Background: an optimization exercise with open tools, aiming at small area. Do not read the settings as production practice. Function was checked by simulation only, so behaviour that the tests miss may differ from the original.

**config.mk**
```make
export PLATFORM = sky130hd
export DESIGN_NAME = board_updater
export DESIGN_NICKNAME = board_updater
export VERILOG_FILES = /design/flow/design.v
export SDC_FILE = /design/flow/constraint.sdc
export NUM_CORES = 4
export LEC_CHECK = 0
export CAP_MARGIN = 20
export CORE_AREA = 3 3 267 77
export DIE_AREA = 0 0 270 80
export SLEW_MARGIN = 20
export SYNTH_HIERARCHICAL = 1
```
**constraint.sdc**
```tcl
create_clock -name core_clock -period 12.0 [get_ports {clk}]
set_input_delay 2.4000 -clock core_clock [delete_from_list [all_inputs] [get_ports {clk}]]
set_output_delay 2.4000 -clock core_clock [all_outputs]
set_load 0.01 [all_outputs]
```
**design.v**
```verilog
package piece_pkg;
	localparam int KIND_W = 6;  
	localparam int CODE_W = 6;  
	localparam int KIND_CODE_W = CODE_W - 1;
	typedef enum logic [KIND_W-1:0] {
		KIND_PAWN   = 6'b000001,
		KIND_ROOK   = 6'b000010,
		KIND_KNIGHT = 6'b000100,
		KIND_BISHOP = 6'b001000,
		KIND_QUEEN  = 6'b010000,
		KIND_KING   = 6'b100000
	} piece_kind_e;
	typedef enum logic [KIND_CODE_W-1:0] {
		CODE_KNIGHT = 5'b00001,
		CODE_PAWN   = 5'b00010,
		CODE_KING   = 5'b00100,
		CODE_BISHOP = 5'b01000,
		CODE_ROOK   = 5'b10000,
		CODE_QUEEN  = 5'b11000
	} kind_code_e;
	localparam logic [CODE_W-1:0] EMPTY_CODE = '0;
	localparam logic COLOR_WHITE = 1'b1;
	localparam logic COLOR_BLACK = 1'b0;
endpackage
package board_pkg;
	localparam int NUM_SQUARES = 64;
	localparam int RANK_LEN = 8;  
	typedef enum logic [2:0] {
		MOVE_NONE    = 3'd0,  
		MOVE_QUIET   = 3'd1,
		MOVE_CAPTURE = 3'd2,
		UNDO_QUIET   = 3'd3,
		UNDO_CAPTURE = 3'd4
	} move_kind_e;
endpackage
module inv_cell (
	input  logic a,
	output logic y
);
	assign y = !a;
endmodule
module nand2_cell (
	input  logic a,
	input  logic b,
	output logic y
);
	assign y = !(a && b);
endmodule
module and2_cell (
	input  logic a,
	input  logic b,
	output logic y
);
	assign y = a && b;
endmodule
module a22o_cell (
	input  logic a1,
	input  logic a2,
	input  logic b1,
	input  logic b2,
	output logic y
);
	assign y = (a1 && a2) || (b1 && b2);
endmodule
module a22oi_cell (
	input  logic a1,
	input  logic a2,
	input  logic b1,
	input  logic b2,
	output logic y
);
	assign y = !((a1 && a2) || (b1 && b2));
endmodule
module nand3_cell (
	input  logic a,
	input  logic b,
	input  logic c,
	output logic y
);
	assign y = !(a && b && c);
endmodule
module nand4_cell (
	input  logic a,
	input  logic b,
	input  logic c,
	input  logic d,
	output logic y
);
	assign y = !(a && b && c && d);
endmodule
module nor2_cell (
	input  logic a,
	input  logic b,
	output logic y
);
	assign y = !(a || b);
endmodule
module nor3_cell (
	input  logic a,
	input  logic b,
	input  logic c,
	output logic y
);
	assign y = !(a || b || c);
endmodule
module nor4_cell (
	input  logic a,
	input  logic b,
	input  logic c,
	input  logic d,
	output logic y
);
	assign y = !(a || b || c || d);
endmodule
module or_nand_cell (
	input  logic a1,
	input  logic a2,
	input  logic b1,
	input  logic b2,
	output logic y
);
	assign y = !((a1 || a2) && (b1 || b2));
endmodule
module piece_encoder (
	input  logic                         color_type,
	input  logic                         undo,
	input  logic                         far_white,  
	input  logic                         far_black,  
	input  logic [piece_pkg::KIND_W-1:0] moving_piece,
	input  logic [piece_pkg::KIND_W-1:0] captured_piece,
	output logic [2:0]                   mover_bad,
	output logic                         mover_any,
	output logic [2:0]                   captured_bad,
	output logic                         captured_any,
	output logic [piece_pkg::CODE_W-1:0] origin_code,
	output logic [piece_pkg::CODE_W-1:0] dest_code
);
	logic [5:0] p, c;
	assign p = moving_piece;
	assign c = captured_piece;
	logic [2:0] m_hi_n, m_lo_n, c_hi_n, c_lo_n;
	nor3_cell u_m_hi0 (.a(p[1]), .b(p[3]), .c(p[5]), .y(m_hi_n[0]));
	nor3_cell u_m_lo0 (.a(p[0]), .b(p[2]), .c(p[4]), .y(m_lo_n[0]));
	nor2_cell u_m_hi1 (.a(p[2]), .b(p[3]), .y(m_hi_n[1]));
	nor4_cell u_m_lo1 (.a(p[0]), .b(p[1]), .c(p[4]), .d(p[5]), .y(m_lo_n[1]));
	nor2_cell u_m_hi2 (.a(p[4]), .b(p[5]), .y(m_hi_n[2]));
	nor4_cell u_m_lo2 (.a(p[0]), .b(p[1]), .c(p[2]), .d(p[3]), .y(m_lo_n[2]));
	nor3_cell u_c_hi0 (.a(c[1]), .b(c[3]), .c(c[5]), .y(c_hi_n[0]));
	nor3_cell u_c_lo0 (.a(c[0]), .b(c[2]), .c(c[4]), .y(c_lo_n[0]));
	nor2_cell u_c_hi1 (.a(c[2]), .b(c[3]), .y(c_hi_n[1]));
	nor4_cell u_c_lo1 (.a(c[0]), .b(c[1]), .c(c[4]), .d(c[5]), .y(c_lo_n[1]));
	nor2_cell u_c_hi2 (.a(c[4]), .b(c[5]), .y(c_hi_n[2]));
	nor4_cell u_c_lo2 (.a(c[0]), .b(c[1]), .c(c[2]), .d(c[3]), .y(c_lo_n[2]));
	for (genvar j = 0; j < 3; j++) begin : g_bad
		nor2_cell u_m_bad (.a(m_hi_n[j]), .b(m_lo_n[j]), .y(mover_bad[j]));
		nor2_cell u_c_bad (.a(c_hi_n[j]), .b(c_lo_n[j]), .y(captured_bad[j]));
	end
	nand2_cell u_m_any (.a(m_hi_n[0]), .b(m_lo_n[0]), .y(mover_any));
	nand2_cell u_c_any (.a(c_hi_n[0]), .b(c_lo_n[0]), .y(captured_any));
	logic undo_n, color_n, far_n, pawn_n, promote, pawn_stays_n;
	logic m34_n, m14_n, c34_n, c14_n, c0_n, play3_n, play4_n, white_back_n;
	inv_cell u_undo_n  (.a(undo), .y(undo_n));
	inv_cell u_color_n (.a(color_type), .y(color_n));
	inv_cell u_pawn_n  (.a(p[0]), .y(pawn_n));
	inv_cell u_c0_n    (.a(c[0]), .y(c0_n));
	and2_cell u_o0 (.a(undo), .b(p[2]), .y(origin_code[0]));
	and2_cell u_o1 (.a(undo), .b(p[0]), .y(origin_code[1]));
	and2_cell u_o2 (.a(undo), .b(p[5]), .y(origin_code[2]));
	nor2_cell u_m34 (.a(p[3]), .b(p[4]), .y(m34_n));
	nor2_cell u_o3  (.a(undo_n), .b(m34_n), .y(origin_code[3]));
	nor2_cell u_m14 (.a(p[1]), .b(p[4]), .y(m14_n));
	nor2_cell u_o4  (.a(undo_n), .b(m14_n), .y(origin_code[4]));
	and2_cell u_o5 (.a(undo), .b(color_type), .y(origin_code[5]));
	a22oi_cell u_far_n (.a1(color_type), .a2(far_white), .b1(color_n), .b2(far_black), .y(far_n));
	nor2_cell  u_promote (.a(pawn_n), .b(far_n), .y(promote));
	nand2_cell u_pawn_stays (.a(p[0]), .b(far_n), .y(pawn_stays_n));
	a22o_cell u_d0 (.a1(undo), .a2(c[2]), .b1(undo_n), .b2(p[2]), .y(dest_code[0]));
	or_nand_cell u_d1 (.a1(undo), .a2(pawn_stays_n), .b1(undo_n), .b2(c0_n), .y(dest_code[1]));
	a22o_cell u_d2 (.a1(undo), .a2(c[5]), .b1(undo_n), .b2(p[5]), .y(dest_code[2]));
	nor3_cell u_play3 (.a(p[3]), .b(p[4]), .c(promote), .y(play3_n));
	nor2_cell u_c34 (.a(c[3]), .b(c[4]), .y(c34_n));
	or_nand_cell u_d3 (.a1(undo), .a2(play3_n), .b1(undo_n), .b2(c34_n), .y(dest_code[3]));
	nor3_cell u_play4 (.a(p[1]), .b(p[4]), .c(promote), .y(play4_n));
	nor2_cell u_c14 (.a(c[1]), .b(c[4]), .y(c14_n));
	or_nand_cell u_d4 (.a1(undo), .a2(play4_n), .b1(undo_n), .b2(c14_n), .y(dest_code[4]));
	nand2_cell u_white_back (.a(color_n), .b(captured_any), .y(white_back_n));
	or_nand_cell u_d5 (.a1(undo), .a2(color_n), .b1(undo_n), .b2(white_back_n), .y(dest_code[5]));
endmodule
module move_classifier (
	input  logic                         enable,
	input  logic                         color_type,
	input  logic                         undo,
	input  logic [63:0]                  initial_position,
	input  logic [63:0]                  moved_position,
	input  logic [piece_pkg::KIND_W-1:0] moving_piece,
	input  logic [piece_pkg::KIND_W-1:0] captured_piece,
	output logic                         move_ok,
	output logic [2:0]                   orank_n,  
	output logic [2:0]                   ofile_n,
	output logic [2:0]                   drank_n,
	output logic [2:0]                   dfile_n,
	output logic [piece_pkg::CODE_W-1:0] origin_code,
	output logic [piece_pkg::CODE_W-1:0] dest_code
);
	logic       o_ok, d_ok;
	logic       d_top, d_low;
	logic [2:0] orank_lo_n, ofile_lo_n, drank_lo_n, dfile_lo_n;
	logic [2:0] mover_bad, captured_bad;
	logic       mover_any, captured_any, same_square;
	square_index u_origin_index (
		.pos      (initial_position),
		.rank_n   (orank_n),
		.file_n   (ofile_n),
		.rank_lo_n(orank_lo_n),
		.file_lo_n(ofile_lo_n),
		.ok       (o_ok),
		.top_rank (),
		.low_rank ()
	);
	square_index u_dest_index (
		.pos      (moved_position),
		.rank_n   (drank_n),
		.file_n   (dfile_n),
		.rank_lo_n(drank_lo_n),
		.file_lo_n(dfile_lo_n),
		.ok       (d_ok),
		.top_rank (d_top),
		.low_rank (d_low)
	);
	piece_encoder u_pieces (
		.color_type     (color_type),
		.undo           (undo),
		.far_white      (d_top),
		.far_black      (d_low),
		.moving_piece   (moving_piece),
		.captured_piece (captured_piece),
		.mover_bad      (mover_bad),
		.mover_any      (mover_any),
		.captured_bad   (captured_bad),
		.captured_any   (captured_any),
		.origin_code    (origin_code),
		.dest_code      (dest_code)
	);
	assign same_square = &((~orank_n & ~drank_n) | (~orank_lo_n & ~drank_lo_n)) &&
		&((~ofile_n & ~dfile_n) | (~ofile_lo_n & ~dfile_lo_n));
	assign move_ok     = enable && o_ok && d_ok && !same_square && mover_any &&
		!(|mover_bad) && !(|captured_bad);
endmodule
module square_index (
	input  logic [63:0] pos,
	output logic [2:0]  rank_n,
	output logic [2:0]  file_n,
	output logic [2:0]  rank_lo_n,
	output logic [2:0]  file_lo_n,
	output logic        ok,
	output logic        top_rank,
	output logic        low_rank
);
	logic [7:0] rank_any, file_any;
	logic [2:0] rank_bad, file_bad;
	logic       rank_ok, file_ok, none;
	for (genvar k = 0; k < 8; k++) begin : g_any
		or8 u_rank (.v(pos[8*k +: 8]), .y(rank_any[k]));
		or8 u_file (
			.v ({pos[56 + k], pos[48 + k], pos[40 + k], pos[32 + k],
			     pos[24 + k], pos[16 + k], pos[8 + k], pos[k]}),
			.y (file_any[k])
		);
	end
	onehot8 u_rank (.v(rank_any), .idx_n(rank_n), .lo_n(rank_lo_n), .bad(rank_bad));
	onehot8 u_file (.v(file_any), .idx_n(file_n), .lo_n(file_lo_n), .bad(file_bad));
	assign none     = rank_n[0] && rank_lo_n[0];
	assign ok       = !none && !(|rank_bad) && !(|file_bad);
	assign top_rank = rank_any[7];
	assign low_rank = rank_any[0];
endmodule
module or8 (
	input  logic [7:0] v,
	output logic       y
);
	logic lo_n, hi_n;
	nor4_cell u_lo (.a(v[0]), .b(v[1]), .c(v[2]), .d(v[3]), .y(lo_n));
	nor4_cell u_hi (.a(v[4]), .b(v[5]), .c(v[6]), .d(v[7]), .y(hi_n));
	nand2_cell u_or (.a(lo_n), .b(hi_n), .y(y));
endmodule
module onehot8 (
	input  logic [7:0] v,
	output logic [2:0] idx_n,
	output logic [2:0] lo_n,
	output logic [2:0] bad
);
	nor4_cell u_hi0 (.a(v[1]), .b(v[3]), .c(v[5]), .d(v[7]), .y(idx_n[0]));
	nor4_cell u_lo0 (.a(v[0]), .b(v[2]), .c(v[4]), .d(v[6]), .y(lo_n[0]));
	nor4_cell u_hi1 (.a(v[2]), .b(v[3]), .c(v[6]), .d(v[7]), .y(idx_n[1]));
	nor4_cell u_lo1 (.a(v[0]), .b(v[1]), .c(v[4]), .d(v[5]), .y(lo_n[1]));
	nor4_cell u_hi2 (.a(v[4]), .b(v[5]), .c(v[6]), .d(v[7]), .y(idx_n[2]));
	nor4_cell u_lo2 (.a(v[0]), .b(v[1]), .c(v[2]), .d(v[3]), .y(lo_n[2]));
	for (genvar j = 0; j < 3; j++) begin : g_bad
		nor2_cell u_bad (.a(idx_n[j]), .b(lo_n[j]), .y(bad[j]));
	end
endmodule
module square_writer (
	input  logic                                valid,
	input  logic [2:0]                          orank_n,  
	input  logic [2:0]                          ofile_n,
	input  logic [2:0]                          drank_n,
	input  logic [2:0]                          dfile_n,
	input  logic [piece_pkg::CODE_W-1:0]        origin_code,
	input  logic [piece_pkg::CODE_W-1:0]        dest_code,
	output logic [63:0]                         square_en,
	output logic [63:0][piece_pkg::CODE_W-1:0] square_code
);
	logic [7:0] o_rank, o_file, d_rank, d_file;
	rank_decoder u_orank (.valid(valid), .idx_n(orank_n), .sel(o_rank));
	rank_decoder u_drank (.valid(valid), .idx_n(drank_n), .sel(d_rank));
	file_decoder u_ofile (.idx_n(ofile_n), .sel(o_file));
	file_decoder u_dfile (.idx_n(dfile_n), .sel(d_file));
	logic [1:0][piece_pkg::CODE_W-1:0] origin_code_n, dest_code_n;
	for (genvar h = 0; h < 2; h++) begin : g_half
		for (genvar b = 0; b < piece_pkg::CODE_W; b++) begin : g_bit
			inv_cell u_origin (.a(origin_code[b]), .y(origin_code_n[h][b]));
			inv_cell u_dest   (.a(dest_code[b]), .y(dest_code_n[h][b]));
		end
	end
	for (genvar r = 0; r < 8; r++) begin : g_rank
		for (genvar f = 0; f < 8; f++) begin : g_file
			square_cell u_cell (
				.o_rank        (o_rank[r]),
				.o_file        (o_file[f]),
				.d_rank        (d_rank[r]),
				.d_file        (d_file[f]),
				.origin_code_n (origin_code_n[r / 4]),
				.dest_code_n   (dest_code_n[r / 4]),
				.en            (square_en[8*r + f]),
				.code          (square_code[8*r + f])
			);
		end
	end
endmodule
module rank_decoder (
	input  logic       valid,
	input  logic [2:0] idx_n,
	output logic [7:0] sel
);
	logic [2:0] idx;
	logic [7:0] sel_n;
	for (genvar j = 0; j < 3; j++) begin : g_inv
		inv_cell u_inv (.a(idx_n[j]), .y(idx[j]));
	end
	for (genvar k = 0; k < 8; k++) begin : g_sel
		nand4_cell u_sel (
			.a (valid),
			.b (k[0] ? idx[0] : idx_n[0]),
			.c (k[1] ? idx[1] : idx_n[1]),
			.d (k[2] ? idx[2] : idx_n[2]),
			.y (sel_n[k])
		);
		inv_cell u_drive (.a(sel_n[k]), .y(sel[k]));
	end
endmodule
module file_decoder (
	input  logic [2:0] idx_n,
	output logic [7:0] sel
);
	logic [2:0] idx;
	logic [7:0] sel_n;
	for (genvar j = 0; j < 3; j++) begin : g_inv
		inv_cell u_inv (.a(idx_n[j]), .y(idx[j]));
	end
	for (genvar k = 0; k < 8; k++) begin : g_sel
		nand3_cell u_sel (
			.a (k[0] ? idx[0] : idx_n[0]),
			.b (k[1] ? idx[1] : idx_n[1]),
			.c (k[2] ? idx[2] : idx_n[2]),
			.y (sel_n[k])
		);
		inv_cell u_drive (.a(sel_n[k]), .y(sel[k]));
	end
endmodule
module square_cell (
	input  logic                         o_rank,
	input  logic                         o_file,
	input  logic                         d_rank,
	input  logic                         d_file,
	input  logic [piece_pkg::CODE_W-1:0] origin_code_n,
	input  logic [piece_pkg::CODE_W-1:0] dest_code_n,
	output logic                         en,
	output logic [piece_pkg::CODE_W-1:0] code
);
	logic origin_n, dest_n;
	nand2_cell u_origin (.a(o_rank), .b(o_file), .y(origin_n));
	nand2_cell u_dest   (.a(d_rank), .b(d_file), .y(dest_n));
	nand2_cell u_en     (.a(origin_n), .b(dest_n), .y(en));
	for (genvar b = 0; b < piece_pkg::CODE_W; b++) begin : g_bit
		or_nand_cell u_code (
			.a1 (origin_n),
			.a2 (origin_code_n[b]),
			.b1 (dest_n),
			.b2 (dest_code_n[b]),
			.y  (code[b])
		);
	end
endmodule
module board_updater #(
	parameter int NUM_SQUARES = board_pkg::NUM_SQUARES,
	parameter int RANK_LEN    = board_pkg::RANK_LEN
) (
	input  logic                                           clk,
	input  logic                                           arst_n,
	input  logic                                           enable,
	input  logic                                           color_type,  
	input  logic                                           undo,
	input  logic [NUM_SQUARES-1:0]                         initial_position,
	input  logic [NUM_SQUARES-1:0]                         moved_position,
	input  logic [piece_pkg::KIND_W-1:0]                   moving_piece,
	input  logic [piece_pkg::KIND_W-1:0]                   captured_piece,
	output logic [NUM_SQUARES-1:0]                         square_en,
	output logic [NUM_SQUARES-1:0][piece_pkg::CODE_W-1:0] square_code
);
	logic                         move_ok;
	logic [2:0]                   orank_n, ofile_n, drank_n, dfile_n;  
	logic [piece_pkg::CODE_W-1:0] origin_code, dest_code;
	move_classifier u_classifier (
		.enable           (enable),
		.color_type       (color_type),
		.undo             (undo),
		.initial_position (initial_position),
		.moved_position   (moved_position),
		.moving_piece     (moving_piece),
		.captured_piece   (captured_piece),
		.move_ok          (move_ok),
		.orank_n          (orank_n),
		.ofile_n          (ofile_n),
		.drank_n          (drank_n),
		.dfile_n          (dfile_n),
		.origin_code    (origin_code),
		.dest_code      (dest_code)
	);
	logic                         s1_valid, s2_valid;
	logic [2:0]                   s1_orank_n, s1_ofile_n, s1_drank_n, s1_dfile_n;
	logic [2:0]                   s2_orank_n, s2_ofile_n, s2_drank_n, s2_dfile_n;
	logic [piece_pkg::CODE_W-1:0] s1_origin_code, s1_dest_code;
	logic [piece_pkg::CODE_W-1:0] s2_origin_code, s2_dest_code;
	always_ff @(posedge clk or negedge arst_n) begin
		if (!arst_n) begin
			s1_valid <= 1'b0;
			s2_valid <= 1'b0;
		end else begin
			s1_valid <= move_ok;
			s2_valid <= s1_valid;
		end
	end
	always_ff @(posedge clk) begin
		s1_orank_n       <= orank_n;
		s1_ofile_n       <= ofile_n;
		s1_drank_n       <= drank_n;
		s1_dfile_n       <= dfile_n;
		s1_origin_code <= origin_code;
		s1_dest_code   <= dest_code;
		s2_orank_n       <= s1_orank_n;
		s2_ofile_n       <= s1_ofile_n;
		s2_drank_n       <= s1_drank_n;
		s2_dfile_n       <= s1_dfile_n;
		s2_origin_code <= s1_origin_code;
		s2_dest_code   <= s1_dest_code;
	end
	square_writer u_writer (
		.valid         (s2_valid),
		.orank_n       (s2_orank_n),
		.ofile_n       (s2_ofile_n),
		.drank_n       (s2_drank_n),
		.dfile_n       (s2_dfile_n),
		.origin_code   (s2_origin_code),
		.dest_code     (s2_dest_code),
		.square_en     (square_en),
		.square_code   (square_code)
	);
endmodule
```
**flow/run.sh**
```bash
#!/bin/bash
# Layout: the standard ORFS flow, with minimum-size port buffers, small
# clock buffers and no dummy clock loads, and the
# synthesized netlist's combinational cells set to their smallest size before
# floorplanning (repair_design sizes up what needs it).
set -euo pipefail
cd "$(dirname "$0")/.."
KNOBS=(
	BUFFER_PORTS_ARGS="-buffer_cell sky130_fd_sc_hd__buf_1"
	CTS_ARGS="-sink_clustering_enable -repair_clock_nets -dont_use_dummy_load -buf_list sky130_fd_sc_hd__clkbuf_8"
)
RES=orfs/results/sky130hd/board_updater/base
bash standard.sh "${KNOBS[@]}" synth > flow_synth.log 2>&1
python3 flow/downsize.py "$FLOW_HOME/platforms/sky130hd/lib/sky130_fd_sc_hd__tt_025C_1v80.lib" \
	$RES/1_2_yosys.v > flow_downsize.log 2>&1
rm -f $RES/1_synth.odb
bash standard.sh "${KNOBS[@]}" finish > flow_finish.log 2>&1
```
**flow/downsize.py**
```python
#!/usr/bin/env python3
"""Swap every combinational cell of a synthesized netlist for the smallest cell
of the same kind (same name up to the drive-strength suffix), the strongest
of those when several are equally small; every inverter becomes inv_2, which
is as small as inv_1. Flip-flops and latches keep their cells. The placer's
repair later sizes up what needs it."""
import re
import sys

lib, netlist = sys.argv[1], sys.argv[2]

area = {}
cell = None
for line in open(lib):
    m = re.match(r'\s*cell\s*\(\s*"?(sky130_fd_sc_hd__\w+?)"?\s*\)', line)
    if m:
        cell = m.group(1)
        continue
    m = re.match(r'\s*area\s*:\s*([0-9.]+)', line)
    if m and cell:
        area[cell] = float(m.group(1))
        cell = None

def kind(c):
    m = re.match(r'(sky130_fd_sc_hd__\w+)_(\d+)$', c)
    return m.group(1) if m else None

smallest = {}
for c, a in area.items():
    k = kind(c)
    if k is None or 'lpflow' in k:
        continue
    if k not in smallest or a < area[smallest[k]] or (
            a == area[smallest[k]] and int(c.rsplit('_', 1)[1]) > int(smallest[k].rsplit('_', 1)[1])):
        smallest[k] = c
smallest['sky130_fd_sc_hd__clkinv'] = smallest['sky130_fd_sc_hd__inv']

keep = re.compile(r'sky130_fd_sc_hd__(df|sdf|edf|dl|conb|tap|fill|decap)')
text = open(netlist).read()
swaps = {}

def swap(m):
    c = m.group(0)
    k = kind(c)
    if k == 'sky130_fd_sc_hd__clkinv':
        swaps[c] = swaps.get(c, 0) + 1
        return smallest[k]
    if keep.match(c) or k not in smallest or smallest[k] == c:
        return c
    swaps[c] = swaps.get(c, 0) + 1
    return smallest[k]

text = re.sub(r'sky130_fd_sc_hd__\w+', swap, text)
open(netlist, 'w').write(text)
for c, n in sorted(swaps.items()):
    print(f'{n} x {c} -> {smallest[kind(c)]}')
```
**standard.sh**
```bash
#!/bin/bash
# synth_recipe.tcl (not shown) runs the flow's synth.tcl, then flattens the netlist and writes it again
# the make line also repeats each setting of config.mk as NAME=value (left out here)
make -C /OpenROAD-flow-scripts/flow DESIGN_CONFIG=/design/flow/config.mk WORK_HOME=/design/flow/orfs CLKGATE_MAP_FILE= SYNTH_SCRIPT=/design/flow/synth_recipe.tcl "${@:-finish}"
```
==> flow_metrics.env <==
export IMPL_status="complete, no violations"
export IMPL_busiest_layer="met2"
export IMPL_drive_above_1_share=0.05145
export IMPL_clock_sinks=50
export IMPL_post_cts_buffers=0
export IMPL_grt_overflow_total=0
export IMPL_root_buffer="clkbuf_8"
export IMPL_ir_drop_v=0.00006762
export IMPL_cts_inserted_buffers=5
export IMPL_fin_tns_setup_ps=0
export IMPL_r2r_start="s1_drank_n[1]$_DFF_P_"
export IMPL_grtUsageMet2=0.5665
export IMPL_cts_htree_levels=2
export IMPL_fmax_ghz=0.2062
export IMPL_max_slew_margin_rel=0.3487
export IMPL_maxCapViolations=0
export IMPL_cts_hold_fix_buffers=0
export IMPL_dr_pass1_iters=8
export IMPL_dp_hpwl_um=31880
export IMPL_met3_usage=0.1236
export IMPL_setup_viol=0
export IMPL_syn_nets=1064
export IMPL_period_share=0.4041
export IMPL_hold_violations=0
export IMPL_cts_tree="yes"
export IMPL_place_ws_ps=6999
export IMPL_cts_clk_slew_worst_paths_ps=90
export IMPL_port_buffers=592
export IMPL_post_drt_wl_per_cell_um=24.20
export IMPL_num_vias=11661
export IMPL_required_ps=12200
export IMPL_start_util=0.3014
export IMPL_globalRouteTotalUtil=0.3596
export IMPL_hold_depth=0
export IMPL_drtIter0Drc=2715
export IMPL_core_um2=18640
export IMPL_dieArea_um2=21600
export IMPL_worst_slew_pin_slew_ps=968.0
export IMPL_routed_via_density=6.544
export IMPL_post_cts_resized=0
export IMPL_cp_start_kind="input port"
export IMPL_layout_min_cycle_time_ps=4849
export IMPL_critPathKind="input port to register"
export IMPL_mostFrequentLayoutCell="buf_1"
export IMPL_clk_path_buf_depth=2
export IMPL_r2r_end="s2_drank_n[1]$_DFF_P_"
export IMPL_diodes=0
export IMPL_power_total_uw=381.3
export IMPL_grt_max_degree=33
export IMPL_grt_pass1_vias=10435
export IMPL_cellPowerDensity_nw_per_um2=46.26
export IMPL_die_h_um=80
export IMPL_reg2reg_slack_ps=11530
export IMPL_rsz0062_at_grt="no"
export IMPL_finalMaxSlewViolations=0
export IMPL_r2r_cells=0
export IMPL_p_leak_nw=2.553
export IMPL_timing_final_ws_setup_ps=7151
export IMPL_rows=26
export IMPL_layout_nets=1663
export IMPL_layout_common_cells="592 x buf_1, 394 x o22ai_1, 228 x nand2_1, 93 x nor4_1, 72 x inv_2"
export IMPL_fin_worst_skew_ps=13.47
export IMPL_cp_data_arrival_time_ps=5050
export IMPL_insertion_delay_ps=300
export IMPL_die_x_um=270
export IMPL_hp_class="register to register"
export IMPL_min_from="s1_dfile_n[0]$_DFF_P_"
export IMPL_synth_cells=919
export IMPL_avgSynthCellArea_um2=6.114
export IMPL_gp_congestion=0.9643
export IMPL_antenna_found_initial=0
export IMPL_synth_warnings=7
export IMPL_endpoint_kind="register"
export IMPL_ant_nets=0
export IMPL_crit_fanout=3
export IMPL_drt_total_wl_um=43120
export IMPL_drc_errors=0
export IMPL_io_pins=593
export IMPL_area_growth_pct=46.69
export IMPL_hold_end="s2_dfile_n[0]$_DFF_P_"
export IMPL_use_met1=0.4718
export IMPL_synth_area_um2=5619
export IMPL_grt_pass1_wl_um=61040
worst max path at each step:
stage                               startpoint                  to  slack (ps)  depth (start not counted)
final                       moved_position[47]  s1_valid$_DFF_PN0_        7150                          9
after global routing        moved_position[41]  s1_valid$_DFF_PN0_        6990                          9
after CTS                    moved_position[9]  s1_valid$_DFF_PN0_        7290                          9
after detailed placement     moved_position[9]  s1_valid$_DFF_PN0_        7000                          9
after global placement    initial_position[11]  s1_valid$_DFF_PN0_        7010                          9
after floorplan             moved_position[11]  s1_valid$_DFF_PN0_        7700                          8
worst max-delay path, cell delays in order:
cell and delay, ps:
buf_1 90, nor4_1 330, nand2_1 170, nor4_1 770, nor2_1 80, or4_1 540, a2111oi_0 350, nand4_1 140
a31oi_1 180
registers in the layout, indices dropped and copies added (netlist names), 6 cells and up:
name	flops
s1_origin_code	6
s2_dest_code	6
s1_dest_code	6
s2_origin_code	6
metrics by stage:
step	hold WS (ps)	cell area, µm²	std cells	utilization
final	315.2	8243	1782	0.4422
after global routing	317.9	8243	1782	0.4422
after CTS	313.3	8243	1782	0.4422
after detailed placement	312.1	8174	1777	0.4385
after global placement	312.7	8174	1777	0.4385
after floorplan	309.6	5619	919	-
metal layers:
layer  vias to the layer above  wire, µm  share of wire
met5                         -         0              0
met4                         0       977          0.023
met3                       152      6689           0.16
met2                      1142     18580           0.43
met1                      5381     16870           0.39
li1                       4986         -              -
report_power, final:
group          internal [mW]  switching (mW)  total [mW]
clock network         0.0377          0.0484      0.0861
logic                 0.0250          0.0956       0.121
registers              0.171         0.00314       0.175
total                  0.234           0.147       0.381
layout make-up:
cell class | count | area, µm²
repair buffers | 592 | 2222
inverters | 72 | 270.3
multi-input cells | 797 | 4338
clock buffers | 5 | 68.82
flip-flops and latches | 50 | 1011
well taps | 266 | 332.8
fillers | 2104 | 10400

## what the ideal ports hide
Ports are ideal in the flow. The routed layout listed here was re-timed in OpenROAD. Step 1 (the two cells are an assumption about what drives the block):
set clk [get_ports {clk}]
set_driving_cell -lib_cell sky130_fd_sc_hd__clkbuf_16 $clk
set_driving_cell -lib_cell sky130_fd_sc_hd__buf_2 [delete_from_list [all_inputs] $clk]
Step 2 adds t to the input delays and takes it off the output delays; t is the mean of the earliest and latest rising clock arrival at the registers after step 1. Input paths then give back, and output paths get back, about the clock's delay inside the block. Three values: ideal, step 1, step 2; two values: the first two.
t, ns: 0.324
setup WS [ns]: 7.151 / 7.153 / 6.830
worst hold slack (ns): 0.315 / 0.315 / 0.315
clock arrival spread, ns: 0.014 / 0.013
cell pins on the clock port's net: 1
After both steps this run still meets setup and hold. The setup slack of this run moves by +0.002 ns with the drivers and by -0.321 ns with both steps.
